Source: an optimization exercise on an open RTL-to-GDS flow (aim: small area, a short achievable clock period and few clock cycles per item). Production flows keep margins and buffers that such runs may drop.
RTL that was checked went through simulation tests only; none was proved equivalent to the original.
For runs 1 to 4, only the layout was checked, not whether the RTL still works.
Power is estimated from default activity; no workload was simulated.

--- flow/run.sh ---
#!/bin/bash
# Layout flow: the standard flow (standard synthesis and ORFS layout),
# with the port buffers that buffer_ports inserts made plain buf_1 cells
# instead of the tool's default pick (a slow delay buffer).
# ORFS writes each step's log under orfs/logs; make's own output is kept in
# standard.log here.
set -euo pipefail
cd "$(dirname "$0")/.."
export BUFFER_PORTS_ARGS="-buffer_cell sky130_fd_sc_hd__buf_1"
bash standard.sh > standard.log 2>&1
--- constraint.sdc ---
create_clock -name core_clock -period 6.5 [get_ports {clk}]
set_input_delay 1.3000 -clock core_clock [delete_from_list [all_inputs] [get_ports {clk}]]
set_output_delay 1.3000 -clock core_clock [all_outputs]
set_load 0.01 [all_outputs]
--- config.mk ---
export PLATFORM = sky130hd
export DESIGN_NAME = break_reminder_timer
export DESIGN_NICKNAME = break_reminder_timer
export VERILOG_FILES = /design/flow/design.v
export SDC_FILE = /design/flow/constraint.sdc
export NUM_CORES = 4
export LEC_CHECK = 0
export ABC_AREA = 1
export CAP_MARGIN = 20
export CORE_MARGIN = 2
export CORE_UTILIZATION = 40
export CTS_BUF_LIST = sky130_fd_sc_hd__clkbuf_4 sky130_fd_sc_hd__clkbuf_8
export SETUP_SLACK_MARGIN = 3.5
export SLEW_MARGIN = 20
--- design.v ---
package brt_pkg;
  localparam logic [15:0] SEC_PER_MIN     = 16'd60;
  localparam logic [15:0] RESET_COUNTDOWN = 16'd1200;
  localparam int          CFG_IDX_W       = 3;
  localparam int          CFG_DATA_W      = 22;
  localparam int          IN_TDATA_W      = 40;
  localparam int          OUT_TDATA_W     = 32;
  localparam logic [1:0] PH_WORK  = 2'd0;
  localparam logic [1:0] PH_BREAK = 2'd1;
  localparam logic [1:0] PH_HOLD  = 2'd2;
  localparam logic [1:0] PH_GRACE = 2'd3;
  localparam logic [2:0] EV_NONE  = 3'd0;
  localparam logic [2:0] EV_START = 3'd1;
  localparam logic [2:0] EV_END   = 3'd2;
  localparam logic [2:0] EV_SKIP  = 3'd3;
  localparam logic [2:0] EV_WARN  = 3'd4;
  localparam logic [2:0] REQ_TICK     = 3'd0;
  localparam logic [2:0] REQ_PAUSE    = 3'd1;
  localparam logic [2:0] REQ_SKIP     = 3'd2;
  localparam logic [2:0] REQ_BREAKNOW = 3'd3;
  localparam logic [2:0] REQ_CLAMP    = 3'd4;
  localparam logic [2:0] REQ_IVL_CHG  = 3'd5;
  function automatic logic ge16(input logic [15:0] a, input logic [15:0] b);
    logic [15:0] g0, l0;
    logic [7:0]  g1, l1;
    logic [3:0]  g2, l2;
    logic [1:0]  g3, l3;
    logic        l4;
    g0 = a & ~b;
    l0 = ~a & b;
    for (int i = 0; i < 8; i++) begin
      g1[i] = g0[2*i+1] | (~l0[2*i+1] & g0[2*i]);
      l1[i] = l0[2*i+1] | (~g0[2*i+1] & l0[2*i]);
    end
    for (int i = 0; i < 4; i++) begin
      g2[i] = g1[2*i+1] | (~l1[2*i+1] & g1[2*i]);
      l2[i] = l1[2*i+1] | (~g1[2*i+1] & l1[2*i]);
    end
    for (int i = 0; i < 2; i++) begin
      g3[i] = g2[2*i+1] | (~l2[2*i+1] & g2[2*i]);
      l3[i] = l2[2*i+1] | (~g2[2*i+1] & l2[2*i]);
    end
    l4 = l3[1] | (~g3[1] & l3[0]);
    ge16 = ~l4;
  endfunction
endpackage
module brt_cfg_regs (
  input  logic        clk,
  input  logic        rst_n,
  input  logic        wr_en,
  input  logic [2:0]  wr_index,
  input  logic [21:0] wr_data,
  output logic [13:0] ivl15,        
  output logic [15:0] break_secs,
  output logic [15:0] warn_level,
  output logic [11:0] idle15,       
  output logic [7:0]  max_hold_min,
  output logic [11:0] grace15,      
  output logic [8:0]  mode_bits,
  output logic [21:0] work_window
);
  logic [9:0]  mul_in;
  logic [13:0] mul15;
  logic [21:0] d0;      
  logic [7:0]  we;
  assign mul_in = {wr_data[9:8] & {2{wr_index == 3'd0}}, wr_data[7:0]};
  assign mul15  = {mul_in, 4'd0} - {4'd0, mul_in};
  assign d0     = wr_data & {22{rst_n}};
  always_comb begin
    for (int k = 0; k < 8; k++) we[k] = !rst_n || (wr_en && wr_index == 3'(k));
  end
  always_ff @(posedge clk) begin
    if (we[0]) ivl15 <= rst_n ? mul15 : 14'd300;
    if (we[1]) break_secs <= {d0[15:5], d0[4] | !rst_n, d0[3], d0[2] | !rst_n, d0[1:0]};
    if (we[2]) warn_level <= d0[15:0];
    if (we[3]) idle15 <= mul15[11:0] & {12{rst_n}};
    if (we[4]) max_hold_min <= {d0[7:4], d0[3] | !rst_n, d0[2], d0[1] | !rst_n, d0[0]};
    if (we[5]) grace15 <= mul15[11:0] & {12{rst_n}};
    if (we[6]) mode_bits <= d0[8:0];
    if (we[7]) work_window <= d0[21:0];
  end
endmodule
module brt_step (
  input  logic [13:0] ivl15,
  input  logic [15:0] break_secs,
  input  logic [15:0] warn_level,
  input  logic [11:0] grace15,
  input  logic        smart,
  input  logic [2:0]  req,
  input  logic        t_idle,
  input  logic        t_run,
  input  logic [3:0]  busy,
  input  logic [1:0]  phase,
  input  logic [15:0] cd,
  input  logic        cd_zero,     
  input  logic        cd_le1,      
  input  logic        hold_over,   
  input  logic [3:0]  reason,
  input  logic        paused,
  output logic [1:0]  n_phase,
  output logic [15:0] n_cd,
  output logic        n_zero,      
  output logic        n_le1,       
  output logic        n_hclr,      
  output logic        n_hinc,      
  output logic [3:0]  n_reason,
  output logic        n_paused,
  output logic [2:0]  n_ev
);
  logic [15:0] ivl_secs;
  logic [15:0] grace_secs;
  logic [15:0] cd_dec;
  logic        warn_hit;
  logic [15:0] nw;
  logic        cd_hi0;
  logic        cd_is1;
  logic        cd_is2;
  logic        busy_nz;
  logic        sbusy_nz;
  assign ivl_secs   = {ivl15, 2'b00};
  assign grace_secs = {2'b00, grace15, 2'b00};
  assign busy_nz    = busy != 4'd0;
  assign sbusy_nz   = smart && busy_nz;
  assign cd_dec     = cd - 16'd1;
  assign nw         = ~warn_level;
  always_comb begin
    warn_hit = (warn_level != 16'd0) && !(cd[0] ^ nw[0]);
    for (int i = 1; i < 16; i++)
      warn_hit = warn_hit && ((cd[i] ^ nw[i]) == (cd[i-1] | nw[i-1]));
  end
  assign cd_hi0     = cd[15:2] == 14'd0;
  assign cd_is1     = cd_hi0 && !cd[1] && cd[0];
  assign cd_is2     = cd_hi0 && cd[1] && !cd[0];
  logic tick, tk, run, ph_w, ph_b, ph_h, ph_g, ph_hg;
  logic r_pause, r_skip, r_bnow, r_clamp, r_ivl;
  logic clamp_hit;
  logic hg_go, h_stay, h_free, g_hold, g_dec;
  logic sel_dec, sel_ivl, sel_brk, sel_gr;
  logic to_hold, to_grace, to_work;
  assign tick    = req == brt_pkg::REQ_TICK;
  assign r_pause = req == brt_pkg::REQ_PAUSE;
  assign r_skip  = req == brt_pkg::REQ_SKIP;
  assign r_bnow  = req == brt_pkg::REQ_BREAKNOW;
  assign r_clamp = req == brt_pkg::REQ_CLAMP;
  assign r_ivl   = req == brt_pkg::REQ_IVL_CHG;
  assign ph_w    = phase == brt_pkg::PH_WORK;
  assign ph_b    = phase == brt_pkg::PH_BREAK;
  assign ph_h    = phase == brt_pkg::PH_HOLD;
  assign ph_g    = phase == brt_pkg::PH_GRACE;
  assign ph_hg   = phase[1];
  assign tk      = tick && !paused;
  assign run     = tk && t_run && !ph_b;        
  assign clamp_hit = !brt_pkg::ge16(ivl_secs, cd);
  assign hg_go   = run && ph_hg && !hold_over;
  assign h_stay  = hg_go && ph_h && busy_nz;              
  assign h_free  = hg_go && ph_h && !busy_nz;             
  assign g_hold  = hg_go && ph_g && sbusy_nz;             
  assign g_dec   = hg_go && ph_g && !sbusy_nz && !cd_le1;
  assign sel_dec = (tk && ph_b && !cd_le1) || (run && ph_w && !cd_zero) || g_dec;
  assign to_work = (tk && ph_b && cd_le1) || (tk && !ph_b && t_idle) || r_skip;
  assign sel_ivl = to_work || (ph_w && (r_ivl || (r_clamp && clamp_hit)));
  assign sel_brk = (run && ph_w && cd_zero && !sbusy_nz) || (run && ph_hg && hold_over)
                || (h_free && grace15 == 12'd0) || (hg_go && ph_g && !sbusy_nz && cd_le1)
                || (r_bnow && !ph_b);
  assign sel_gr  = h_free && grace15 != 12'd0;
  assign to_hold = (run && ph_w && cd_zero && sbusy_nz) || g_hold;
  assign to_grace = sel_gr;
  logic sel_keep;
  assign sel_keep = !(sel_dec || sel_ivl || sel_brk || sel_gr);
  assign n_cd = ({16{sel_dec}} & cd_dec) | ({16{sel_ivl}} & ivl_secs)
              | ({16{sel_brk}} & break_secs) | ({16{sel_gr}} & grace_secs)
              | ({16{sel_keep}} & cd);
  assign n_zero = (sel_dec && cd_is1) || (sel_ivl && ivl15 == 14'd0)
               || (sel_brk && break_secs == 16'd0) || (sel_keep && cd_zero);
  assign n_le1  = (sel_dec && (cd_is1 || cd_is2)) || (sel_ivl && ivl15 == 14'd0)
               || (sel_brk && break_secs[15:1] == 15'd0) || (sel_keep && cd_le1);
  always_comb begin
    if (sel_brk)       n_phase = brt_pkg::PH_BREAK;
    else if (to_work)  n_phase = brt_pkg::PH_WORK;
    else if (to_hold)  n_phase = brt_pkg::PH_HOLD;
    else if (to_grace) n_phase = brt_pkg::PH_GRACE;
    else               n_phase = phase;
  end
  always_comb begin
    if (to_hold || h_stay)                 n_reason = busy;
    else if (sel_brk || to_work || g_dec || h_free) n_reason = 4'd0;
    else                                   n_reason = reason;
  end
  assign n_paused = r_pause ? !paused : (r_bnow ? 1'b0 : paused);
  always_comb begin
    if (sel_brk && !r_bnow || r_bnow && !ph_b) n_ev = brt_pkg::EV_START;
    else if (tk && ph_b && cd_le1)             n_ev = brt_pkg::EV_END;
    else if (r_skip && ph_b)                   n_ev = brt_pkg::EV_SKIP;
    else if (((run && ph_w && !cd_zero) || g_dec) && warn_hit) n_ev = brt_pkg::EV_WARN;
    else                                       n_ev = brt_pkg::EV_NONE;
  end
  assign n_hclr = ph_w;
  assign n_hinc = run && ph_hg;
endmodule
module break_reminder_timer (
  input  logic                            clk,
  input  logic                            rst_n,
  input  logic                            in_tvalid,
  output logic                            in_tready,
  input  logic [brt_pkg::IN_TDATA_W-1:0]  in_tdata,
  input  logic [2:0]                      in_tuser,
  output logic                            out_tvalid,
  input  logic                            out_tready,
  output logic [brt_pkg::OUT_TDATA_W-1:0] out_tdata,
  input  logic                            cfg_valid,
  output logic                            cfg_ready,
  input  logic [brt_pkg::CFG_IDX_W-1:0]   cfg_index,
  input  logic [brt_pkg::CFG_DATA_W-1:0]  cfg_data
);
  logic [13:0] ivl15;
  logic [15:0] break_secs;
  logic [15:0] warn_level;
  logic [11:0] idle15;
  logic [7:0]  max_hold_min;
  logic [11:0] grace15;
  logic [8:0]  mode_bits;
  logic [21:0] work_window;
  logic        s1_vld;
  logic [2:0]  s1_req;
  logic        s1_idle;
  logic        s1_run;
  logic [3:0]  s1_busy;
  logic        out_vld;
  logic [1:0]  phase;
  logic [15:0] cd;
  logic [7:0]  hm;
  logic [5:0]  hs;
  logic [3:0]  reason;
  logic        paused;
  logic [2:0]  ev;
  logic [1:0]  n_phase;
  logic [15:0] n_cd;
  logic        n_hclr;
  logic        n_hinc;
  logic        n_zero;
  logic        n_le1;
  logic        cd_zero;
  logic        cd_le1;
  logic        hold_over;
  logic [3:0]  n_reason;
  logic        n_paused;
  logic [2:0]  n_ev;
  logic        adv;
  logic        take;
  assign cfg_ready = 1'b1;
  brt_cfg_regs u_cfg (
    .clk          (clk),
    .rst_n        (rst_n),
    .wr_en        (cfg_valid),
    .wr_index     (cfg_index),
    .wr_data      (cfg_data),
    .ivl15        (ivl15),
    .break_secs   (break_secs),
    .warn_level   (warn_level),
    .idle15       (idle15),
    .max_hold_min (max_hold_min),
    .grace15      (grace15),
    .mode_bits    (mode_bits),
    .work_window  (work_window)
  );
  logic [15:0] idle_secs;
  logic [2:0]  dow;
  logic [10:0] minute;
  logic [6:0]  day_mask;
  logic        day_on;
  logic [10:0] win_from;
  logic [10:0] win_to;
  logic        ge_from;
  logic        lt_to;
  logic        win_hit;
  logic        idle_hit;
  logic        in_hours;
  assign idle_secs = in_tdata[15:0];
  assign dow       = in_tdata[22:20];
  assign minute    = in_tdata[33:23];
  assign idle_hit  = (idle15 != 12'd0) && brt_pkg::ge16({2'b00, idle_secs[15:2]}, {4'd0, idle15});
  assign day_mask  = mode_bits[8:2];
  always_comb begin
    case (dow)
      3'd1: day_on = day_mask[0];
      3'd2: day_on = day_mask[1];
      3'd3: day_on = day_mask[2];
      3'd4: day_on = day_mask[3];
      3'd5: day_on = day_mask[4];
      3'd6: day_on = day_mask[5];
      default: day_on = day_mask[6];
    endcase
  end
  assign win_from  = work_window[10:0];
  assign win_to    = work_window[21:11];
  assign ge_from   = brt_pkg::ge16({5'd0, minute}, {5'd0, win_from});
  assign lt_to     = !brt_pkg::ge16({5'd0, minute}, {5'd0, win_to});
  assign win_hit   = brt_pkg::ge16({5'd0, win_to}, {5'd0, win_from})
                   ? (ge_from && lt_to) : (ge_from || lt_to);
  assign in_hours  = !mode_bits[1] || (day_on && win_hit);
  assign adv       = s1_vld && (!out_vld || out_tready);
  assign in_tready = !s1_vld || adv;
  assign take      = in_tready && in_tvalid;
  always_ff @(posedge clk) begin
    if (!rst_n) begin
      s1_vld <= 1'b0;
    end else if (in_tready) begin
      s1_vld <= in_tvalid;
    end
  end
  always_ff @(posedge clk) begin
    if (take) begin
      s1_req  <= in_tuser;
      s1_idle <= idle_hit;
      s1_run  <= !idle_hit && in_hours;
      s1_busy <= in_tdata[19:16];
    end
  end
  brt_step u_step (
    .ivl15        (ivl15),
    .break_secs   (break_secs),
    .warn_level   (warn_level),
    .grace15      (grace15),
    .smart        (mode_bits[0]),
    .req          (s1_req),
    .t_idle       (s1_idle),
    .t_run        (s1_run),
    .busy         (s1_busy),
    .phase        (phase),
    .cd           (cd),
    .cd_zero      (cd_zero),
    .cd_le1       (cd_le1),
    .hold_over    (hold_over),
    .reason       (reason),
    .paused       (paused),
    .n_phase      (n_phase),
    .n_cd         (n_cd),
    .n_hclr       (n_hclr),
    .n_zero       (n_zero),
    .n_le1        (n_le1),
    .n_hinc       (n_hinc),
    .n_reason     (n_reason),
    .n_paused     (n_paused),
    .n_ev         (n_ev)
  );
  logic st_en;
  assign st_en = adv || !rst_n;
  always_ff @(posedge clk) begin
    if (!rst_n)          out_vld <= 1'b0;
    else if (adv)        out_vld <= 1'b1;
    else if (out_tready) out_vld <= 1'b0;
  end
  always_ff @(posedge clk) begin
    if (st_en) begin
      phase   <= n_phase & {2{rst_n}};
      cd      <= rst_n ? n_cd : brt_pkg::RESET_COUNTDOWN;
      cd_zero <= n_zero && rst_n;
      cd_le1  <= n_le1 && rst_n;
      reason  <= n_reason & {4{rst_n}};
      paused  <= n_paused && rst_n;
    end
  end
  logic [7:0] hm_inc;
  assign hm_inc = hm + {7'd0, hs == 6'd59};
  always_ff @(posedge clk) begin
    if (adv) begin
      ev <= n_ev;
      if (n_hclr) begin
        hm <= 8'd0;
        hs <= 6'd0;
      end else if (n_hinc) begin
        hm <= hm_inc;
        hs <= (hs == 6'd59) ? 6'd0 : hs + 6'd1;
      end
    end
  end
  logic hs_step;
  logic ho_cmp;
  assign hs_step = s1_vld && s1_req == brt_pkg::REQ_TICK && s1_run && !paused && phase[1];
  assign ho_cmp  = brt_pkg::ge16({8'd0, hm + {7'd0, hs_step ? (hs[5:1] == 5'd29) : (hs == 6'd59)}},
                                 {8'd0, max_hold_min});
  always_ff @(posedge clk) begin
    if (adv && n_hclr)      hold_over <= max_hold_min == 8'd0;
    else if (adv ^ hs_step) hold_over <= hold_over;
    else                    hold_over <= ho_cmp;
  end
  assign out_tvalid = out_vld;
  assign out_tdata  = {6'd0, ev, reason, paused, cd, phase};
endmodule
--- standard.sh ---
#!/bin/bash
# synth_recipe.tcl (not shown) runs the flow's synth.tcl, then flattens the netlist and writes it again
# the make line also repeats each setting of config.mk as NAME=value (left out here)
make -C /OpenROAD-flow-scripts/flow DESIGN_CONFIG=/design/flow/config.mk WORK_HOME=/design/flow/orfs CLKGATE_MAP_FILE= SYNTH_SCRIPT=/design/flow/synth_recipe.tcl "${@:-finish}"
==> flow_summary.json, run 1 <==
{
  "status": "complete, no violations",
  "startpoint_type": "input pin",
  "start_util_pct": 40.70,
  "antenna_found_initial": 0,
  "drt_iter0_markers": 676,
  "place.gp.congestion": 0.9508,
  "synth_top_area_cell": "edfxtp_1",
  "routed_via_density": 5.077,
  "slowest_delay_ns": 0.15,
  "fin_setup_tns_ns": 0,
  "cts_tree": "built",
  "syn_area_sq_um": 9554,
  "synth_xor_area_share_pct": 1.650,
  "synth.distinct_cells": 52,
  "synth_compound_area_share_pct": 11.16,
  "htreeDepth": 4,
  "ios": 108,
  "area_growth_pct": 12.97,
  "vdd_drop_max_mv": 0.1326,
  "die_area_sq_um": 25140,
  "ys.warnings.count": 3,
  "drv_cap": 0,
  "critical_path_class": "input pin to primary output",
  "slew_violations": 0,
  "grt_pass1_vias": 7080,
  "ys_ff_latch": 163,
  "synth_simple_gate_area_share_pct": 24.06,
  "grt_max_degree": 58,
  "drc": 0,
  "dp_hpwl_um": 18750,
  "powerDensity_nw_per_um2": 243.4,
  "clock_skew_ns": 0.01249,
  "fin_crit_ns": 2.984,
  "timing.fmax_ghz": 0.3352,
  "synth_top_family_by_area": "simple AND/OR/NAND/NOR gates",
  "rsz0062_at_grt": "true",
  "final_cells": 1552,
  "clock_latency_ns": 0.47,
  "synth_area_leaders": "edfxtp_1 (51%), nand2_1 (9.2%), inv_1 (6.5%)",
  "setup_viol": 0,
  "avgSynthCellArea_sq_um": 8.569,
  "wl_per_cell_um": 15.89,
  "routed_wl_um": 24660,
  "min_path_type": "flip-flop to flip-flop",
  "diodes": 0,
  "clock_path_buffers": 2,
  "critical_path_buf_inv_count": 3,
  "p_leak_nw": 4.597,
  "timing.hold.ws_ns": 0.5090,
  "synth_edf_count": 161,
  "end_kind": "primary output",
  "die_w_um": 158.6,
  "portBuffers": 92,
  "clock_sinks": 163,
  "synth_top_area_share_pct": 50.60,
  "path_cells": "buf_1, inv_1, nand3_1, clkbuf_2",
  "synth-main-ff-cell": "edfxtp_1",
  "final_cell_mix": "nand2_1 (231), inv_1 (165), edfxtp_1 (161)",
  "placed_cells": 1516,
  "slew_headroom_pct": 42.33,
  "synthMuxAreaShare_pct": 0,
  "synthAdderAreaFrac_pct": 3.667,
  "worst_path_max_delay_cell": "clkbuf_2",
  "cp_max_fo": 3,
  "core_sq_um": 23470,
  "cp.required_ns": 5.20,
  "die_y_um": 158.6,
  "hold_viol_final": 0,
  "grt_usage_pct": 20.06,
  "grt-ovfl-total": 0,
  "crit_arrival_ns": 1.68,
  "fin_crit_sh_pct": 45.90,
  "num_rows": 56,
  "layout-drive-gt1-share_pct": 9.084,
  "worst_pin_slew_ns": 0.8585,
  "drt-pass1-iter-count": 4,
  "synthArstFlopShare_pct": 0,
  "path_delay_family": "buffers and inverters",
  "clkSlewWorstSetupHoldPaths_ns": 0.09,
  "final_common_cell": "nand2_1",
  "synthCells": 1115,
  "yosysSeqAreaShare_pct": 51.02,
  "ant_nets": 0,
  "num_vias": 7879,
  "cts_buffers": 17,
  "nets": 1322,
  "cts-root-buf": "clkbuf_8",
  "grt_pass1_wl_um": 38010
}
## metrics by stage
step	worst slack [ns]	utilization [%]	cell area, sq um	power (mW)
floorplan	3.499	-	9580	1.684
global placement	3.044	43.66	10250	1.836
detailed placement	3.042	43.67	10250	1.842
CTS	3.505	45.55	10690	2.635
global route	3.397	45.98	10790	2.766
finish	3.516	45.98	10790	2.627
## power breakdown
part	total (mW)	internal (mW)	leakage, nW	switching (mW)
Sequential	1.36	1.27	1.59	0.0861
Clock	0.795	0.389	0.207	0.406
Combinational	0.475	0.162	2.80	0.313
## worst paths after layout
check | from | to | slack, ns | depth (start not counted)
setup / recovery | out_tready | in_tready | 3.52 | 4
hold / removal | out_vld | out_vld | 0.51 | 2
setup reg to reg | paused | hold_over | 3.63 | 14
hold reg to reg | out_vld | out_vld | 0.51 | 2
## registers in the layout, summed over array words and instances (netlist names), 6 cells and up
| register | flops |
|---|---|
| u_cfg.idle15 | 12 |
| u_cfg.mode_bits | 9 |
| hm | 8 |
| u_cfg.grace15 | 12 |
| hs | 6 |
| cd | 16 |
| u_cfg.ivl15 | 14 |
| u_cfg.warn_level | 16 |
| u_cfg.work_window | 22 |
| u_cfg.max_hold_min | 8 |
| u_cfg.break_secs | 16 |
## area by class of cell
class                      count  area, sq um
tap                          319        399.1
sequential                   163         4875
inverter                     173        649.4
timing repair buffer         106        455.4
multi-input combinational    760         3999
clock buffer                  18        241.5
fill                        2310        12680
clock inverter                13        173.9
## timing repair
item | CTS | global route
endpoints found under the setup margin | 1 | 19
resized for setup | 1 | 22
hold buffers | 0 | 0
pin swaps | 0 | 6
setup buffers | 3 | 2
endpoints found under the hold margin | 0 | 0
## cell families (layout without fill, tap and decap cells)
logic type / after synthesis / count (layout)
xor gates and xnor gates: 18 / 18
other: 2 / 7
and+or+nand+nor: 525 / 525
adders and majority gates: 28 / 28
AOI/OAI and AO/OA: 182 / 182
DFF: 163 / 163
buffers and inverters: 197 / 310
## synth_stat cells (2+ instances only)
library cell	number
edfxtp_1	161
nor2_2	16
buf_2	3
nand2_2	7
a211oi_1	2
nor2_4	3
conb_1	2
o21a_1	5
nand4_1	19
a31oi_1	11
nor2_1	137
o21ai_1	2
buf_6	3
o211ai_1	6
a21oi_1	65
dfxtp_1	2
nand2_1	233
a21boi_0	4
buf_4	9
o21ai_0	57
o2111ai_1	5
or2_2	8
xor2_1	14
inv_1	165
o22ai_1	7
xnor2_1	4
a22oi_1	7
ha_1	28
or2_0	2
nor4_1	13
clkbuf_1	8
nand3_1	58
nor3_1	21
o31ai_1	4
inv_2	7
## routing by layer
metal | up-vias | part of all wire, % | global-route usage [%]
met3 | 31 | 5.9 | 3.783
met4 | 0 | 2.0 | 5.749
li1 | 3974 | - | -
met1 | 3630 | 47 | 28.26
met2 | 244 | 45 | 31.56
met5 | - | 0 | 0
## tightest hold or removal path: stages, from the launching register on
cell and delay [ns]:
dfxtp_1 0.33, nand2_1 0.08, a21oi_1 0.06
==> run 2, diff against run 1 <==
--- a/config.mk
+++ b/config.mk
@@ -10,3 +10,3 @@
 export CORE_MARGIN = 2
-export CORE_UTILIZATION = 40
+export CORE_UTILIZATION = 65
 export CTS_BUF_LIST = sky130_fd_sc_hd__clkbuf_4 sky130_fd_sc_hd__clkbuf_8
==> run 2 against run 1 <==
Highest routed layer unchanged. Cell count shrank 8.6%. Final area shrank 1.8%. Sequential share of layout area grew 0.85 points. Die area shrank 38%. Power shrank 2.8%.
==> flow_summary.json, run 2 <==
{
  "synth_top_area_cell": "edfxtp_1",
  "die_y_um": 125.2,
  "cts_tree": "built",
  "layout-drive-gt1-share_pct": 9.400,
  "drt_iter0_markers": 722,
  "area_growth_pct": 10.88,
  "ios": 108,
  "clock_latency_ns": 0.48,
  "slew_headroom_pct": 51.43,
  "drt-pass1-iter-count": 5,
  "ant_nets": 0,
  "hold_viol_final": 0,
  "ctsHoldBuffers": 0,
  "clock_path_buffers": 2,
  "portBuffers": 92,
  "status": "complete, no violations",
  "multiInputGateArea_sq_um": 3988,
  "largest_reg_flops": 22,
  "powerDensity_nw_per_um2": 241.0,
  "cts-root-buf": "clkbuf_8",
  "startpoint_type": "input pin",
  "final_common_cell": "nand2_1",
  "cp.required_ns": 5.20,
  "rsz0062_at_grt": "true",
  "antenna_found_initial": 0,
  "clkSlewWorstSetupHoldPaths_ns": 0.10,
  "clock_skew_ns": 0.01072,
  "yosysMostFrequentCell": "nand2_1",
  "nets": 1322,
  "grt_pass1_vias": 7270,
  "synthArstFlopShare_pct": 0,
  "final_cell_mix": "nand2_1 (231), inv_1 (162), edfxtp_1 (161)",
  "die_w_um": 125.2,
  "fin_setup_tns_ns": 0,
  "num_rows": 44,
  "ys.warnings.count": 3,
  "synth_area_leaders": "edfxtp_1 (51%), nand2_1 (9.2%), inv_1 (6.5%)",
  "synth_top_area_share_pct": 50.60,
  "synthCells": 1115,
  "regMostFlops": "u_cfg.work_window",
  "place.gp.congestion": 0.9481,
  "fin_crit_ns": 2.951,
  "postLayoutCoreUtil_pct": 73.45,
  "ys_ff_latch": 163,
  "clock_sinks": 163,
  "wl_per_cell_um": 16.08,
  "drv_cap": 0,
  "yosysSeqAreaShare_pct": 51.02,
  "num_vias": 8006,
  "avgSynthCellArea_sq_um": 8.569,
  "synth_common_cells": "nand2_1 (233), inv_1 (165), edfxtp_1 (161)",
  "synth_edf_count": 161,
  "timing.fmax_ghz": 0.3389,
  "grt_max_degree": 58,
  "core_sq_um": 14420,
  "routed_wl_um": 22810,
  "fin_crit_sh_pct": 45.40,
  "synth.distinct_cells": 52,
  "cp_max_fo": 3,
  "start_util_pct": 66.24,
  "path_cells": "buf_1, inv_2, nand3_2, clkbuf_2",
  "diodes": 0,
  "vdd_drop_max_mv": 0.1487,
  "cts_buffers": 17,
  "critical_path_class": "input pin to primary output",
  "ff_latch_area_sq_um": 4875,
  "p_leak_nw": 4.572,
  "htreeDepth": 4,
  "crit_arrival_ns": 1.65,
  "syn_area_sq_um": 9554,
  "routed_via_density": 5.646,
  "path_delay_family": "buffers and inverters",
  "synth-main-ff-cell": "edfxtp_1",
  "setup_viol": 0,
  "dp_hpwl_um": 17300,
  "grt_usage_pct": 29.59,
  "slew_violations": 0,
  "worst_path_max_delay_cell": "clkbuf_2",
  "grt_pass1_wl_um": 36230,
  "end_kind": "primary output",
  "fill_cells": 1160,
  "drc": 0,
  "critical_path_buf_inv_count": 3,
  "die_area_sq_um": 15690,
  "grt-ovfl-total": 0,
  "slowest_delay_ns": 0.14,
  "min_path_type": "flip-flop to flip-flop",
  "worst_pin_slew_ns": 0.7230
}
run 2: layer usage:
| metal | share of wire, % | GRT usage (%) | vias to the layer above |
|---|---|---|---|
| met5 | 0 | 0 | - |
| met4 | 3.8 | 13.20 | 0 |
| met3 | 8.3 | 5.948 | 65 |
| met2 | 45 | 47.28 | 357 |
| met1 | 42 | 39.58 | 3607 |
| li1 | - | - | 3977 |
run 2: metrics by stage:
| stage | worst slack, ns | cell area, sq um | std cells | hold WS, ns | power, mW |
|---|---|---|---|---|---|
| global route | 3.444 | 10590 | 1418 | 0.5659 | 2.676 |
| finish | 3.549 | 10590 | 1418 | 0.5359 | 2.554 |
| CTS | 3.507 | 10500 | 1416 | 0.5291 | 2.554 |
| global placement | 3.108 | 10080 | 1381 | 0.4927 | 1.821 |
| detailed placement | 3.044 | 10080 | 1381 | 0.5151 | 1.833 |
| floorplan | 3.499 | 9580 | 1120 | 0.5214 | 1.684 |
run 2: logic make-up after synthesis:
family,share of synthesized area [%]
buffers and inverters,8.368
other,0.07860
AO/OA/AOI/OAI,11.16
flip-flops,51.02
adder cells (fa/ha/maj),3.667
AND/OR/NAND/NOR,24.06
XOR/XNOR,1.650
run 2: final timing paths:
path	from	end	slack [ns]	cells past startpoint
hold / removal	out_vld	out_vld	0.54	2
setup reg to reg	paused	hold_over	3.68	15
hold reg to reg	out_vld	out_vld	0.54	2
setup / recovery	out_tready	in_tready	3.55	4
run 2: power breakdown:
| group | internal [mW] | switching, mW | total [mW] |
|---|---|---|---|
| registers | 1.27 | 0.0841 | 1.36 |
| clock network | 0.290 | 0.438 | 0.728 |
| logic | 0.161 | 0.309 | 0.470 |
| total | 1.72 | 0.831 | 2.55 |
run 2: cell type report:
| cell class | instances | share of cell area, % |
|---|---|---|
| inverters | 173 | 6.165 |
| flip-flops and latches | 163 | 46.01 |
| clock buffers | 17 | 2.209 |
| clock inverters | 15 | 1.512 |
| multi-input cells | 760 | 37.64 |
| repair buffers | 106 | 4.287 |
| well taps | 184 | 2.173 |
run 2: timing repair:
action | in CTS | in global routing
endpoints found under the setup margin | 1 | 9
resized for setup | 1 | 21
hold endpoints to repair | 0 | 0
pin swaps | 0 | 3
setup buffers | 3 | 2
run 2: worst min-delay path, cell delays in order, from the launching register on:
cell	delay [ns]
dfxtp_1	0.35
nand2_1	0.09
a21oi_1	0.06
==> run 3, diff against run 2 <==
--- a/config.mk
+++ b/config.mk
@@ -10,4 +10,6 @@
 export CORE_MARGIN = 2
-export CORE_UTILIZATION = 65
+export CORE_UTILIZATION = 40
 export CTS_BUF_LIST = sky130_fd_sc_hd__clkbuf_4 sky130_fd_sc_hd__clkbuf_8
+export CTS_CLUSTER_DIAMETER = 100
+export CTS_CLUSTER_SIZE = 30
 export SETUP_SLACK_MARGIN = 3.5
==> run 3 against run 2 <==
Still clean on timing, DRC and antenna. Critical path depth did not move. Cell count is 9.4% higher. Via count shrank 1.6%. Largest cell class unchanged.
==> flow_summary.json, run 3 <==
{
  "synth.distinct_cells": 52,
  "ys_ff_latch": 163,
  "clock_sinks": 163,
  "die_y_um": 158.6,
  "yosysMostFrequentCell": "nand2_1",
  "diodes": 0,
  "clkSlewWorstSetupHoldPaths_ns": 0.09,
  "largest_reg_flops": 22,
  "slew_headroom_pct": 42.33,
  "grt_pass1_vias": 7080,
  "placed_cells": 1516,
  "fin_crit_ns": 2.984,
  "placed_cell_area_sq_um": 10250,
  "top_layer_used": "met4",
  "area_growth_pct": 12.97,
  "min_path_type": "flip-flop to flip-flop",
  "r2r.worst_path.cells": 14,
  "nets": 1322,
  "holdPathStages": 2,
  "final_cell_mix": "nand2_1 (231), inv_1 (165), edfxtp_1 (161)",
  "ios": 108,
  "portBuffers": 92,
  "final_common_cell": "nand2_1",
  "avgSynthCellArea_sq_um": 8.569,
  "die_area_sq_um": 25140,
  "cp.required_ns": 5.20,
  "yosysSeqAreaShare_pct": 51.02,
  "fin_crit_sh_pct": 45.90,
  "design_area_sq_um": 10790,
  "cp_max_fo": 3,
  "ant_nets": 0,
  "clock_path_buffers": 2,
  "hp-start": "out_vld",
  "clock_latency_ns": 0.47,
  "end_kind": "primary output",
  "timing.fmax_ghz": 0.3352,
  "drt-pass1-iter-count": 4,
  "cts_buffers": 17,
  "postLayoutCoreUtil_pct": 45.98,
  "path_cells": "buf_1, inv_1, nand3_1, clkbuf_2",
  "hold_viol_final": 0,
  "layout-drive-gt1-share_pct": 9.084,
  "regMostFlops": "u_cfg.work_window",
  "synth_common_cells": "nand2_1 (233), inv_1 (165), edfxtp_1 (161)",
  "synthCells": 1115,
  "startpoint_type": "input pin",
  "routed_via_density": 5.077,
  "synth-main-ff-cell": "edfxtp_1",
  "cts-root-buf": "clkbuf_8",
  "grt-ovfl-total": 0,
  "routed_wl_um": 24660,
  "final_cells": 1552,
  "wl_per_cell_um": 15.89,
  "status": "complete, no violations",
  "synth_edf_count": 161,
  "ys.warnings.count": 3,
  "r2r-start": "paused",
  "reg2reg_to": "hold_over",
  "synthArstFlopShare_pct": 0,
  "grt_usage_pct": 20.06,
  "grt_max_degree": 58,
  "place.gp.congestion": 0.9508,
  "synth_top_area_cell": "edfxtp_1",
  "fin_setup_tns_ns": 0,
  "slowest_delay_ns": 0.15,
  "r2r_setup_slack_ns": 3.63,
  "die_w_um": 158.6,
  "critical_path_class": "input pin to primary output",
  "p_leak_nw": 4.597,
  "synth_top_area_share_pct": 50.60,
  "syn_area_sq_um": 9554,
  "start_util_pct": 40.70,
  "setup_viol": 0,
  "vdd_drop_max_mv": 0.1326,
  "ctsHoldBuffers": 0,
  "crit_arrival_ns": 1.68,
  "synth_area_leaders": "edfxtp_1 (51%), nand2_1 (9.2%), inv_1 (6.5%)",
  "dr_wl_met2_um": 11100,
  "worst_path_max_delay_cell": "clkbuf_2",
  "drt_iter0_markers": 676,
  "drv_cap": 0,
  "antenna_found_initial": 0,
  "met1_length_um": 11600,
  "wl_met3_um": 1463,
  "grt_pass1_wl_um": 38010,
  "num_vias": 7879,
  "drc": 0,
  "powerDensity_nw_per_um2": 243.4,
  "core_sq_um": 23470,
  "htreeDepth": 4,
  "cts_tree": "built",
  "clock_skew_ns": 0.01249,
  "dp_hpwl_um": 18750,
  "num_rows": 56,
  "holdPathEnd": "out_vld",
  "worst_pin_slew_ns": 0.8585,
  "rsz0062_at_grt": "true",
  "timing.hold.ws_ns": 0.5090,
  "slew_violations": 0
}
[run 3: cell counts after synthesis]
No cell type changed its count.
[run 3: final cells by class]
cell class / instances / area (sq um)
Sequential cell: 163 / 4875
Fill cell: 2310 / 12680
Clock buffer: 18 / 241.5
Clock inverter: 13 / 173.9
Timing Repair Buffer: 106 / 455.4
Multi-Input combinational cell: 760 / 3999
Inverter: 173 / 649.4
Tap cell: 319 / 399.1
[run 3: cells by family after synthesis]
| family | count (synthesis) | synth area share [%] |
|---|---|---|
| AO/OA/AOI/OAI | 182 | 11.16 |
| adder cells (fa/ha/maj) | 28 | 3.667 |
| buffers and inverters | 197 | 8.368 |
| XOR/XNOR | 18 | 1.650 |
| other | 2 | 0.07860 |
| flip-flops | 163 | 51.02 |
| AND/OR/NAND/NOR | 525 | 24.06 |
[run 3: metrics by stage]
step / worst slack (ns) / total power [mW]
floorplan: 3.499 / 1.684
global placement: 3.044 / 1.836
detailed placement: 3.042 / 1.842
CTS: 3.505 / 2.635
global route: 3.397 / 2.766
finish: 3.516 / 2.627
[run 3: worst max-delay path by stage]
| stage | end | slack [ns] | cells past startpoint | start |
|---|---|---|---|---|
| after floorplan | u_cfg.warn_level[0] | 3.50 | 3 | cfg_index[2] |
| after global placement | u_cfg.idle15[10] | 3.04 | 11 | cfg_data[5] |
| after detailed placement | u_cfg.idle15[10] | 3.04 | 11 | cfg_data[5] |
| after CTS | hold_over | 3.51 | 14 | s1_req[1] |
| after global routing | hold_over | 3.40 | 14 | paused |
| final | in_tready | 3.52 | 4 | out_tready |
[run 3: layer usage]
| layer | track usage, % | up-vias |
|---|---|---|
| met1 | 28.26 | 3630 |
| met5 | 0 | - |
| met4 | 5.749 | 0 |
| li1 | - | 3974 |
| met3 | 3.783 | 31 |
| met2 | 31.56 | 244 |
[run 3: what timing repair did]
item	4_1_cts	5_1_grt
hold endpoints to repair	0	0
buffers inserted	3	2
pin swaps	0	6
gates cloned	0	0
setup endpoints to repair	1	19
resized for setup	1	22
[run 3: critical path: cells and delay by family]
kind          cells  cell delay (ns)
buf+inv           3             0.28
simple gates      1             0.10
[run 3: report_power, final]
part / total [mW] / leakage [nW] / switching [mW] / internal [mW]
Combinational: 0.475 / 2.80 / 0.313 / 0.162
Sequential: 1.36 / 1.59 / 0.0861 / 1.27
Clock: 0.795 / 0.207 / 0.406 / 0.389
==> run 4, diff against run 3 <==
--- a/design.v
+++ b/design.v
@@ -88,2 +88,4 @@
   input  logic        smart,
+  input  logic        go,          
+  input  logic        rst,         
   input  logic [2:0]  req,
@@ -167,24 +169,30 @@
   assign to_grace = sel_gr;
-  logic sel_keep;
-  assign sel_keep = !(sel_dec || sel_ivl || sel_brk || sel_gr);
-  assign n_cd = ({16{sel_dec}} & cd_dec) | ({16{sel_ivl}} & ivl_secs)
-              | ({16{sel_brk}} & break_secs) | ({16{sel_gr}} & grace_secs)
-              | ({16{sel_keep}} & cd);
-  assign n_zero = (sel_dec && cd_is1) || (sel_ivl && ivl15 == 14'd0)
-               || (sel_brk && break_secs == 16'd0) || (sel_keep && cd_zero);
-  assign n_le1  = (sel_dec && (cd_is1 || cd_is2)) || (sel_ivl && ivl15 == 14'd0)
-               || (sel_brk && break_secs[15:1] == 15'd0) || (sel_keep && cd_le1);
-  always_comb begin
-    if (sel_brk)       n_phase = brt_pkg::PH_BREAK;
-    else if (to_work)  n_phase = brt_pkg::PH_WORK;
-    else if (to_hold)  n_phase = brt_pkg::PH_HOLD;
-    else if (to_grace) n_phase = brt_pkg::PH_GRACE;
-    else               n_phase = phase;
-  end
-  always_comb begin
-    if (to_hold || h_stay)                 n_reason = busy;
-    else if (sel_brk || to_work || g_dec || h_free) n_reason = 4'd0;
-    else                                   n_reason = reason;
-  end
-  assign n_paused = r_pause ? !paused : (r_bnow ? 1'b0 : paused);
+  logic g;
+  logic s_dec, s_ivl, s_brk, s_gr, s_keep;
+  assign g      = go && !rst;
+  assign s_dec  = g && sel_dec;
+  assign s_ivl  = g && sel_ivl;
+  assign s_brk  = g && sel_brk;
+  assign s_gr   = g && sel_gr;
+  assign s_keep = !rst && !(s_dec || s_ivl || s_brk || s_gr);
+  assign n_cd = ({16{s_dec}} & cd_dec) | ({16{s_ivl}} & ivl_secs)
+              | ({16{s_brk}} & break_secs) | ({16{s_gr}} & grace_secs)
+              | ({16{s_keep}} & cd) | ({16{rst}} & brt_pkg::RESET_COUNTDOWN);
+  assign n_zero = (s_dec && cd_is1) || (s_ivl && ivl15 == 14'd0)
+               || (s_brk && break_secs == 16'd0) || (s_keep && cd_zero);
+  assign n_le1  = (s_dec && (cd_is1 || cd_is2)) || (s_ivl && ivl15 == 14'd0)
+               || (s_brk && break_secs[15:1] == 15'd0) || (s_keep && cd_le1);
+  logic p_brk, p_work, p_hold, p_grace, p_keep;
+  assign p_brk   = s_brk;
+  assign p_work  = g && !sel_brk && to_work;
+  assign p_hold  = g && !sel_brk && !to_work && to_hold;
+  assign p_grace = g && !sel_brk && !to_work && !to_hold && to_grace;
+  assign p_keep  = !rst && !(p_brk || p_work || p_hold || p_grace);
+  assign n_phase = {p_hold || p_grace || (p_keep && phase[1]),
+                    p_brk || p_grace || (p_keep && phase[0])};
+  logic r_busy, r_keep;
+  assign r_busy = g && (to_hold || h_stay);
+  assign r_keep = !rst && !(g && (to_hold || h_stay || sel_brk || to_work || g_dec || h_free));
+  assign n_reason = ({4{r_busy}} & busy) | ({4{r_keep}} & reason);
+  assign n_paused = !rst && (g ? (r_pause ? !paused : (!r_bnow && paused)) : paused);
   always_comb begin
@@ -319,2 +327,4 @@
   brt_step u_step (
+    .go           (adv),
+    .rst          (!rst_n),
     .ivl15        (ivl15),
@@ -345,4 +355,2 @@
   );
-  logic st_en;
-  assign st_en = adv || !rst_n;
   always_ff @(posedge clk) begin
@@ -353,24 +361,23 @@
   always_ff @(posedge clk) begin
-    if (st_en) begin
-      phase   <= n_phase & {2{rst_n}};
-      cd      <= rst_n ? n_cd : brt_pkg::RESET_COUNTDOWN;
-      cd_zero <= n_zero && rst_n;
-      cd_le1  <= n_le1 && rst_n;
-      reason  <= n_reason & {4{rst_n}};
-      paused  <= n_paused && rst_n;
-    end
+    phase   <= n_phase;
+    cd      <= n_cd;
+    cd_zero <= n_zero;
+    cd_le1  <= n_le1;
+    reason  <= n_reason;
+    paused  <= n_paused;
   end
   logic [7:0] hm_inc;
+  logic [5:0] hs_inc;
+  logic       h_clr;
+  logic       h_inc;
+  logic       h_keep;
   assign hm_inc = hm + {7'd0, hs == 6'd59};
+  assign hs_inc = (hs == 6'd59) ? 6'd0 : hs + 6'd1;
+  assign h_clr  = adv && n_hclr;
+  assign h_inc  = adv && n_hinc;
+  assign h_keep = !(h_clr || h_inc);
   always_ff @(posedge clk) begin
-    if (adv) begin
-      ev <= n_ev;
-      if (n_hclr) begin
-        hm <= 8'd0;
-        hs <= 6'd0;
-      end else if (n_hinc) begin
-        hm <= hm_inc;
-        hs <= (hs == 6'd59) ? 6'd0 : hs + 6'd1;
-      end
-    end
+    if (adv) ev <= n_ev;
+    hm <= ({8{h_inc}} & hm_inc) | ({8{h_keep}} & hm);
+    hs <= ({6{h_inc}} & hs_inc) | ({6{h_keep}} & hs);
   end
--- a/config.mk
+++ b/config.mk
@@ -10,6 +10,4 @@
 export CORE_MARGIN = 2
-export CORE_UTILIZATION = 40
+export CORE_UTILIZATION = 65
 export CTS_BUF_LIST = sky130_fd_sc_hd__clkbuf_4 sky130_fd_sc_hd__clkbuf_8
-export CTS_CLUSTER_DIAMETER = 100
-export CTS_CLUSTER_SIZE = 30
 export SETUP_SLACK_MARGIN = 3.5
==> run 4 against run 3 <==
Non-clock buffer count is 5 lower. Critical endpoint unchanged. Clock skew up 0.0034 ns. Sequential share of layout area down 2.0 points.
==> flow_summary.json, run 4 <==
{
  "htreeDepth": 4,
  "cts-root-buf": "clkbuf_8",
  "clock_skew_ns": 0.01587,
  "diodes": 0,
  "holdPathEnd": "reason[0]",
  "synth_top_area_share_pct": 39.01,
  "final_cell_mix": "nand2_1 (228), inv_1 (173), edfxtp_1 (122)",
  "vdd_drop_max_mv": 0.1895,
  "routed_wl_um": 22720,
  "worst_path_max_delay_cell": "buf_6",
  "reg2reg_to": "hold_over",
  "dp_hpwl_um": 16840,
  "synth_compound_area_share_pct": 10.41,
  "cts_buffers": 17,
  "critical_path_class": "input pin to primary output",
  "min_path_type": "flip-flop to flip-flop",
  "synth_top_area_cell": "edfxtp_1",
  "worst_pin_slew_ns": 0.9389,
  "syn_area_sq_um": 9390,
  "synth_area_leaders": "edfxtp_1 (39%), nand2_1 (9.2%), dfxtp_1 (8.7%)",
  "timing.fmax_ghz": 0.3328,
  "grt-ovfl-total": 0,
  "cts_tree": "built",
  "grt_pass1_vias": 6999,
  "synthAdderAreaFrac_pct": 3.731,
  "path_common_cell": "buf_6",
  "yosysMostFrequentCell": "nand2_1",
  "cp.required_ns": 5.20,
  "yosysSeqAreaShare_pct": 47.75,
  "slew_headroom_pct": 37.03,
  "antenna_found_initial": 0,
  "synth_common_cells": "nand2_1 (229), inv_1 (174), edfxtp_1 (122)",
  "synthArstFlopShare_pct": 0,
  "holdPathStages": 2,
  "clock_path_buffers": 2,
  "portBuffers": 92,
  "avgSynthCellArea_sq_um": 8.244,
  "r2r-start": "s1_req[1]",
  "slew_violations": 0,
  "hp-start": "reason[0]",
  "synth.distinct_cells": 47,
  "path_delay_family": "buffers and inverters",
  "powerDensity_nw_per_um2": 231.8,
  "design_area_sq_um": 10400,
  "die_w_um": 124.2,
  "drv_cap": 0,
  "largest_reg_flops": 22,
  "die_y_um": 124.2,
  "slowest_delay_ns": 0.12,
  "clkSlewWorstSetupHoldPaths_ns": 0.10,
  "final_cells": 1435,
  "num_rows": 43,
  "postLayoutCoreUtil_pct": 74.31,
  "fill_cells": 1109,
  "wl_per_cell_um": 15.83,
  "hold_viol_final": 0,
  "core_sq_um": 13990,
  "drc": 0,
  "num_vias": 7963,
  "grt_pass1_wl_um": 34640,
  "ios": 108,
  "synth-main-ff-cell": "edfxtp_1",
  "nets": 1343,
  "end_kind": "primary output",
  "ant_nets": 0,
  "crit_arrival_ns": 1.70,
  "fin_setup_tns_ns": 0,
  "drt-pass1-iter-count": 6,
  "ys_ff_latch": 163,
  "power_mw": 2.409,
  "area_growth_pct": 10.70,
  "ys.warnings.count": 3,
  "regMostFlops": "u_cfg.work_window",
  "place.gp.congestion": 0.9735,
  "routed_via_density": 5.549,
  "placed_cells": 1400,
  "crit_path_start": "out_tready",
  "startpoint_type": "input pin",
  "synth_edf_count": 122,
  "synth_simple_gate_area_share_pct": 25.89,
  "synth_top_family_by_area": "simple AND/OR/NAND/NOR gates",
  "clock_sinks": 163,
  "critical_path_buf_inv_count": 2,
  "final_common_cell": "nand2_1",
  "fin_crit_sh_pct": 46.22,
  "p_leak_nw": 4.588,
  "layout-drive-gt1-share_pct": 9.482,
  "clock_latency_ns": 0.47,
  "rsz0062_at_grt": "true",
  "grt_max_degree": 52,
  "setup_viol": 0,
  "start_util_pct": 67.13,
  "r2r.worst_path.cells": 18,
  "synth_xor_area_share_pct": 2.798,
  "synthMuxAreaShare_pct": 0,
  "grt_usage_pct": 30.28,
  "placed_cell_area_sq_um": 9883,
  "cp_max_fo": 3,
  "r2r_setup_slack_ns": 3.66,
  "die_area_sq_um": 15420,
  "path_cells": "buf_6, nor2_4, nand2_2, buf_6",
  "drt_iter0_markers": 553,
  "fin_crit_ns": 3.005,
  "synthCells": 1139,
  "status": "complete, no violations"
}
## run 4: cell count changes after synthesis, sizes merged, moves of 4 or more
cell | before | now
a21oi | 65 | 52
a22oi | 7 | 0
dfxtp | 2 | 41
edfxtp | 161 | 122
inv | 172 | 192
nand3 | 59 | 96
nand4 | 20 | 16
nor2 | 156 | 129
nor3 | 21 | 25
o21ai | 59 | 68
o22ai | 7 | 15
xor2 | 14 | 28
## run 4: repair_timing
item,in CTS,in global routing
resized for setup,2,18
gates cloned,1,0
pin swaps,2,1
hold buffers,0,0
buffers inserted,2,0
setup endpoints to repair,25,29
## run 4: report_power, final
group / internal (mW) / total [mW] / leakage (nW) / switching, mW
logic: 0.120 / 0.353 / 2.86 / 0.233
registers: 1.21 / 1.27 / 1.52 / 0.0610
clock network: 0.390 / 0.787 / 0.205 / 0.397
total: 1.72 / 2.41 / 4.59 / 0.691
## run 4: kinds of logic (layout without fill, tap and decap cells)
family                   count (synthesis)  after routing
buffers and inverters                  215            325
AND/OR/NAND/NOR                        529            530
AO/OA/AOI/OAI                          172            172
adder cells (fa/ha/maj)                 28             28
XOR/XNOR                                30             30
other                                    2              7
flip-flops                             163            163
## run 4: worst max path at each step
| stage | to | slack [ns] | depth (start not counted) |
|---|---|---|---|
| 6_report | in_tready | 3.50 | 4 |
| 5_1_grt | hold_over | 3.39 | 18 |
| 4_1_cts | in_tready | 3.52 | 4 |
| 3_5_place_dp | cd[1] | 2.68 | 7 |
| 3_3_place_gp | cd[13] | 2.66 | 10 |
| 2_1_floorplan | u_cfg.warn_level[0] | 3.50 | 3 |
## run 4: through the flow
stage                     hold slack (ns)  setup slack, ns
after detailed placement           0.4542            2.677
after global routing               0.4921            3.387
after floorplan                    0.4453            3.499
after global placement             0.4543            2.664
final                              0.4671            3.495
after CTS                          0.4720            3.517
## run 4: tightest hold or removal path, cell delays in order, from the launching register on
cell and delay [ns]:
dfxtp_1 0.32, inv_1 0.05, o22ai_1 0.06
## run 4: routing by layer
layer | share of wire (%) | up-vias | global-route usage [%]
met5 | 0 | - | 0
met4 | 2.3 | 0 | 10.67
met3 | 7.2 | 42 | 6.593
met2 | 48 | 304 | 50.07
met1 | 43 | 3609 | 39.45
li1 | - | 4008 | -
## run 4: cell type report
class	count	area (sq um)	share of cell area (%)
Sequential cell	163	4484	43.14
Multi-Input combinational cell	767	4106	39.50
Inverter	192	726.9	6.993
Timing Repair Buffer	101	434.2	4.177
Clock buffer	18	241.5	2.323
Tap cell	180	225.2	2.167
Clock inverter	14	176.4	1.697
==> run 5, diff against run 4 <==
--- a/design.v
+++ b/design.v
@@ -45,2 +45,26 @@
   endfunction
+  function automatic logic carry16(input logic [15:0] a, input logic [15:0] nb, input logic cin);
+    logic [15:0] g0, p0;
+    logic [7:0]  g1, p1;
+    logic [3:0]  g2, p2;
+    logic [1:0]  g3, p3;
+    logic        g4, p4;
+    g0 = a & nb;
+    p0 = a | nb;
+    for (int i = 0; i < 8; i++) begin
+      g1[i] = g0[2*i+1] | (p0[2*i+1] & g0[2*i]);
+      p1[i] = p0[2*i+1] & p0[2*i];
+    end
+    for (int i = 0; i < 4; i++) begin
+      g2[i] = g1[2*i+1] | (p1[2*i+1] & g1[2*i]);
+      p2[i] = p1[2*i+1] & p1[2*i];
+    end
+    for (int i = 0; i < 2; i++) begin
+      g3[i] = g2[2*i+1] | (p2[2*i+1] & g2[2*i]);
+      p3[i] = p2[2*i+1] & p2[2*i];
+    end
+    g4 = g3[1] | (p3[1] & g3[0]);
+    p4 = p3[1] & p3[0];
+    carry16 = g4 | (p4 & cin);
+  endfunction
 endpackage
@@ -54,8 +78,8 @@
   output logic [15:0] break_secs,
-  output logic [15:0] warn_level,
-  output logic [11:0] idle15,       
-  output logic [7:0]  max_hold_min,
+  output logic [15:0] n_warn,       
+  output logic [11:0] n_idle15,     
+  output logic [7:0]  n_hold,       
   output logic [11:0] grace15,      
   output logic [8:0]  mode_bits,
-  output logic [21:0] work_window
+  output logic [21:0] n_window      
 );
@@ -63,7 +87,13 @@
   logic [13:0] mul15;
-  logic [21:0] d0;      
+  logic [13:0] n_m;     
+  logic [21:0] n_d;     
   logic [7:0]  we;
+  logic [13:0] r_ivl;
+  logic [15:0] r_break;
+  logic [11:0] r_grace;
+  logic [8:0]  r_mode;
   assign mul_in = {wr_data[9:8] & {2{wr_index == 3'd0}}, wr_data[7:0]};
   assign mul15  = {mul_in, 4'd0} - {4'd0, mul_in};
-  assign d0     = wr_data & {22{rst_n}};
+  assign n_m    = ~(mul15 & {14{rst_n}});
+  assign n_d    = ~(wr_data & {22{rst_n}});
   always_comb begin
@@ -72,11 +102,15 @@
   always_ff @(posedge clk) begin
-    if (we[0]) ivl15 <= rst_n ? mul15 : 14'd300;
-    if (we[1]) break_secs <= {d0[15:5], d0[4] | !rst_n, d0[3], d0[2] | !rst_n, d0[1:0]};
-    if (we[2]) warn_level <= d0[15:0];
-    if (we[3]) idle15 <= mul15[11:0] & {12{rst_n}};
-    if (we[4]) max_hold_min <= {d0[7:4], d0[3] | !rst_n, d0[2], d0[1] | !rst_n, d0[0]};
-    if (we[5]) grace15 <= mul15[11:0] & {12{rst_n}};
-    if (we[6]) mode_bits <= d0[8:0];
-    if (we[7]) work_window <= d0[21:0];
+    if (we[0]) r_ivl <= n_m & ~({14{!rst_n}} & 14'd300);
+    if (we[1]) r_break <= n_d[15:0] & ~({16{!rst_n}} & 16'd20);
+    if (we[2]) n_warn <= n_d[15:0];
+    if (we[3]) n_idle15 <= n_m[11:0];
+    if (we[4]) n_hold <= n_d[7:0] & ~({8{!rst_n}} & 8'd10);
+    if (we[5]) r_grace <= n_m[11:0];
+    if (we[6]) r_mode <= n_d[8:0];
+    if (we[7]) n_window <= n_d[21:0];
   end
+  assign ivl15      = ~r_ivl;
+  assign break_secs = ~r_break;
+  assign grace15    = ~r_grace;
+  assign mode_bits  = ~r_mode;
 endmodule
@@ -85,3 +119,3 @@
   input  logic [15:0] break_secs,
-  input  logic [15:0] warn_level,
+  input  logic [15:0] n_warn,       
   input  logic [11:0] grace15,
@@ -126,5 +160,5 @@
   assign cd_dec     = cd - 16'd1;
-  assign nw         = ~warn_level;
+  assign nw         = n_warn;
   always_comb begin
-    warn_hit = (warn_level != 16'd0) && !(cd[0] ^ nw[0]);
+    warn_hit = (n_warn != 16'hFFFF) && !(cd[0] ^ nw[0]);
     for (int i = 1; i < 16; i++)
@@ -154,3 +188,3 @@
   assign run     = tk && t_run && !ph_b;        
-  assign clamp_hit = !brt_pkg::ge16(ivl_secs, cd);
+  assign clamp_hit = brt_pkg::carry16(cd, ~ivl_secs, 1'b0);
   assign hg_go   = run && ph_hg && !hold_over;
@@ -224,8 +258,8 @@
   logic [15:0] break_secs;
-  logic [15:0] warn_level;
-  logic [11:0] idle15;
-  logic [7:0]  max_hold_min;
+  logic [15:0] n_warn;
+  logic [11:0] n_idle15;
+  logic [7:0]  n_hold;
   logic [11:0] grace15;
   logic [8:0]  mode_bits;
-  logic [21:0] work_window;
+  logic [21:0] n_window;
   logic        s1_vld;
@@ -266,8 +300,8 @@
     .break_secs   (break_secs),
-    .warn_level   (warn_level),
-    .idle15       (idle15),
-    .max_hold_min (max_hold_min),
+    .n_warn       (n_warn),
+    .n_idle15     (n_idle15),
+    .n_hold       (n_hold),
     .grace15      (grace15),
     .mode_bits    (mode_bits),
-    .work_window  (work_window)
+    .n_window     (n_window)
   );
@@ -278,4 +312,4 @@
   logic        day_on;
-  logic [10:0] win_from;
-  logic [10:0] win_to;
+  logic [10:0] n_from;
+  logic [10:0] n_to;
   logic        ge_from;
@@ -288,3 +322,4 @@
   assign minute    = in_tdata[33:23];
-  assign idle_hit  = (idle15 != 12'd0) && brt_pkg::ge16({2'b00, idle_secs[15:2]}, {4'd0, idle15});
+  assign idle_hit  = (n_idle15 != 12'hFFF)
+                   && brt_pkg::carry16({2'b00, idle_secs[15:2]}, {4'hF, n_idle15}, 1'b1);
   assign day_mask  = mode_bits[8:2];
@@ -301,7 +336,7 @@
   end
-  assign win_from  = work_window[10:0];
-  assign win_to    = work_window[21:11];
-  assign ge_from   = brt_pkg::ge16({5'd0, minute}, {5'd0, win_from});
-  assign lt_to     = !brt_pkg::ge16({5'd0, minute}, {5'd0, win_to});
-  assign win_hit   = brt_pkg::ge16({5'd0, win_to}, {5'd0, win_from})
+  assign n_from    = n_window[10:0];
+  assign n_to      = n_window[21:11];
+  assign ge_from   = brt_pkg::carry16({5'd0, minute}, {5'h1F, n_from}, 1'b1);
+  assign lt_to     = !brt_pkg::carry16({5'd0, minute}, {5'h1F, n_to}, 1'b1);
+  assign win_hit   = brt_pkg::carry16({5'd0, ~n_to}, {5'h1F, n_from}, 1'b1)
                    ? (ge_from && lt_to) : (ge_from || lt_to);
@@ -331,3 +366,3 @@
     .break_secs   (break_secs),
-    .warn_level   (warn_level),
+    .n_warn       (n_warn),
     .grace15      (grace15),
@@ -386,6 +421,6 @@
   assign hs_step = s1_vld && s1_req == brt_pkg::REQ_TICK && s1_run && !paused && phase[1];
-  assign ho_cmp  = brt_pkg::ge16({8'd0, hm + {7'd0, hs_step ? (hs[5:1] == 5'd29) : (hs == 6'd59)}},
-                                 {8'd0, max_hold_min});
+  assign ho_cmp  = brt_pkg::carry16({8'd0, hm + {7'd0, hs_step ? (hs[5:1] == 5'd29) : (hs == 6'd59)}},
+                                    {8'hFF, n_hold}, 1'b1);
   always_ff @(posedge clk) begin
-    if (adv && n_hclr)      hold_over <= max_hold_min == 8'd0;
+    if (adv && n_hclr)      hold_over <= n_hold == 8'hFF;
     else if (adv ^ hs_step) hold_over <= hold_over;
--- a/config.mk
+++ b/config.mk
@@ -12,3 +12,3 @@
 export CTS_BUF_LIST = sky130_fd_sc_hd__clkbuf_4 sky130_fd_sc_hd__clkbuf_8
-export SETUP_SLACK_MARGIN = 3.5
+export SETUP_SLACK_MARGIN = 3.3
 export SLEW_MARGIN = 20
==> run 5 against run 4 <==
Still clean on timing, DRC and antenna. Sequential share of layout area is 1.3 points higher. Fmax is 3.6% lower. Clock skew is 0.00099 ns higher. Register-to-register slack worse by 0.09 ns. Worst hold slack better by 0.0066 ns. Combinational power is 5.7% lower. Critical path type unchanged. Critical endpoint unchanged. Largest power group unchanged.
==> flow_summary.json, run 5 <==
{
  "die_area_sq_um": 15190,
  "clock_path_buffers": 2,
  "cp.required_ns": 5.20,
  "min_path_type": "flip-flop to flip-flop",
  "ys_ff_latch": 163,
  "drt_iter0_markers": 789,
  "htreeDepth": 4,
  "grt-ovfl-total": 0,
  "ant_nets": 0,
  "clkSlewWorstSetupHoldPaths_ns": 0.09,
  "timing.fmax_ghz": 0.3209,
  "drc": 0,
  "dp_hpwl_um": 17500,
  "die_y_um": 123.3,
  "switching_share_pct": 28.94,
  "powerDensity_nw_per_um2": 227.1,
  "nets": 1278,
  "final_common_cell": "nand2_1",
  "fin_crit_sh_pct": 47.95,
  "syn_area_sq_um": 9244,
  "cts_buffers": 17,
  "synthCells": 1081,
  "power_switching_mw": 0.6631,
  "routed_via_density": 5.808,
  "ios": 108,
  "ctsHoldBuffers": 0,
  "synth_common_cells": "nand2_1 (200), inv_1 (143), edfxtp_1 (122), nor2_1 (122), nand3_1 (80)",
  "yosysMostFrequentCell": "nand2_1",
  "cts_tree": "built",
  "rsz0062_at_grt": "true",
  "clock_skew_ns": 0.01686,
  "synth_edf_count": 122,
  "fill_cells": 1122,
  "power_frac_clock_pct": 29.5,
  "synth.distinct_cells": 54,
  "fin_setup_tns_ns": 0,
  "crit_arrival_ns": 1.82,
  "vdd_drop_max_mv": 0.1757,
  "startpoint_type": "input pin",
  "wl_per_cell_um": 16.70,
  "core_sq_um": 13880,
  "end_kind": "primary output",
  "die_w_um": 123.3,
  "clock_sinks": 163,
  "diodes": 0,
  "slew_violations": 0,
  "synth_area_leaders": "edfxtp_1 (40%), dfxtp_1 (8.9%), nand2_1 (8.1%)",
  "yosysSeqAreaShare_pct": 48.51,
  "synthArstFlopShare_pct": 0,
  "grt_pass1_wl_um": 35960,
  "regMostFlops": "u_cfg.n_window",
  "clock_latency_ns": 0.46,
  "synth_top_area_cell": "edfxtp_1",
  "start_util_pct": 66.59,
  "design_area_sq_um": 10090,
  "cts_setup_buffers": 0,
  "worst_pin_slew_ns": 1.049,
  "synth-main-ff-cell": "edfxtp_1",
  "avgSynthCellArea_sq_um": 8.551,
  "grt_max_degree": 46,
  "largest_reg_flops": 22,
  "placed_cell_area_sq_um": 9706,
  "antenna_found_initial": 0,
  "place.gp.congestion": 0.9939,
  "cts-root-buf": "clkbuf_8",
  "grt_pass1_vias": 7164,
  "critical_path_class": "input pin to primary output",
  "slew_headroom_pct": 29.61,
  "p_int_mw": 1.628,
  "hold_viol_final": 0,
  "power.share.combinational_pct": 14.5,
  "layout-drive-gt1-share_pct": 7.990,
  "p_leak_nw": 4.157,
  "ys.warnings.count": 3,
  "num_rows": 43,
  "portBuffers": 92,
  "status": "complete, no violations",
  "setup_viol": 0,
  "fin_crit_ns": 3.116,
  "cts-resized-gates": 2,
  "area_growth_pct": 9.136,
  "synth_top_area_share_pct": 39.63,
  "drt-pass1-iter-count": 5,
  "final_cell_mix": "nand2_1 (199), inv_1 (143), edfxtp_1 (122)",
  "num_vias": 7951,
  "drv_cap": 0,
  "routed_wl_um": 22860,
  "grt_usage_pct": 31.58,
  "p_seq_share_pct": 56.0,
  "cp_max_fo": 4
}
[run 5: routing by layer]
layer	track usage [%]	up-vias	wire (um)
met4	14.99	0	862
met5	0	-	0
met2	49.42	359	10500
met3	5.397	54	1668
met1	43.02	3679	9834
li1	-	3859	-
[run 5: critical path, stage by stage]
cell and delay (ns):
buf_1 0.08, nor2_2 0.18, nand2_1 0.11, buf_1 0.14
[run 5: stage by stage]
stage	cells	total power, mW	worst slack (ns)	hold slack, ns	utilization [%]
after floorplan	1086	1.513	3.306	0.4473	-
after global placement	1338	1.619	2.383	0.4531	69.92
after detailed placement	1338	1.628	2.399	0.4584	69.92
after CTS	1369	2.292	3.378	0.4731	72.52
after global routing	1369	2.395	3.189	0.5003	72.68
final	1369	2.291	3.384	0.4737	72.68
[run 5: path summary, 6_finish.rpt]
| kind | slack (ns) | end | cells past startpoint | start |
|---|---|---|---|---|
| setup / recovery | 3.38 | in_tready | 4 | out_tready |
| hold reg to reg | 0.47 | reason[1] | 2 | reason[1] |
| setup reg to reg | 3.57 | hold_over | 16 | hs[0] |
| hold / removal | 0.47 | reason[1] | 2 | reason[1] |
[run 5: cell families (layout without fill, tap and decap cells)]
family	Yosys count	after routing	synth area share (%)
adder cells (fa/ha/maj)	28	28	3.790
AO/OA/AOI/OAI	159	159	9.773
buffers and inverters	179	282	8.162
AND/OR/NAND/NOR	516	516	26.46
flip-flops	163	163	48.51
other	2	7	0.08124
XOR/XNOR	34	34	3.221
[run 5: layout make-up]
cell class	count	area, sq um	share of cell area, %
Clock inverter	13	113.9	1.129
Sequential cell	163	4484	44.45
Tap cell	180	225.2	2.232
Clock buffer	18	241.5	2.394
Multi-Input combinational cell	744	4050	40.15
Timing Repair Buffer	98	391.6	3.882
Inverter	153	581.8	5.767
[run 5: power by group through the flow]
stage	combinational, mW	sequential [mW]	clock [mW]
6_report	0.333	1.28	0.676
5_1_grt	0.377	1.29	0.728
4_1_cts	0.328	1.28	0.685
3_5_place_dp	0.326	1.30	0
3_3_place_gp	0.319	1.30	0
2_1_floorplan	0.237	1.28	0
Testbench counts of run 5, summed over its fixed seeds: cycles 48,096, items 48,000.

## separate check: timing with driven ports
Ports are ideal in the flow. The routed layouts listed here were re-timed in OpenROAD.
Step 1, drivers: a clkbuf_16 drives clk and a buf_2 each remaining input, both assumed.
Step 2 adds t to the input delays and takes it off the output delays; t is the mean of the earliest and latest rising clock arrival at the registers after step 1. Input paths then give back, and output paths get back, about the clock's delay inside the block.
a / b / c = ideal / step 1 / step 2; a / b = the first two.
| run | t (ns) | setup slack, ns | slew at the worst register clock pin (ns) |
|---|---|---|---|
| run 1 | 0.505 | 3.516 / 3.496 / 3.035 | 0.10 / 0.10 |
| run 2 | 0.508 | 3.549 / 3.529 / 3.130 | 0.10 / 0.10 |
| run 3 | 0.505 | 3.516 / 3.496 / 3.035 | 0.10 / 0.10 |
| run 4 | 0.496 | 3.495 / 3.463 / 3.162 | 0.10 / 0.10 |
| run 5 | 0.493 | 3.384 / 3.362 / 2.970 | 0.10 / 0.10 |
After both steps setup and hold are still met in every run listed.
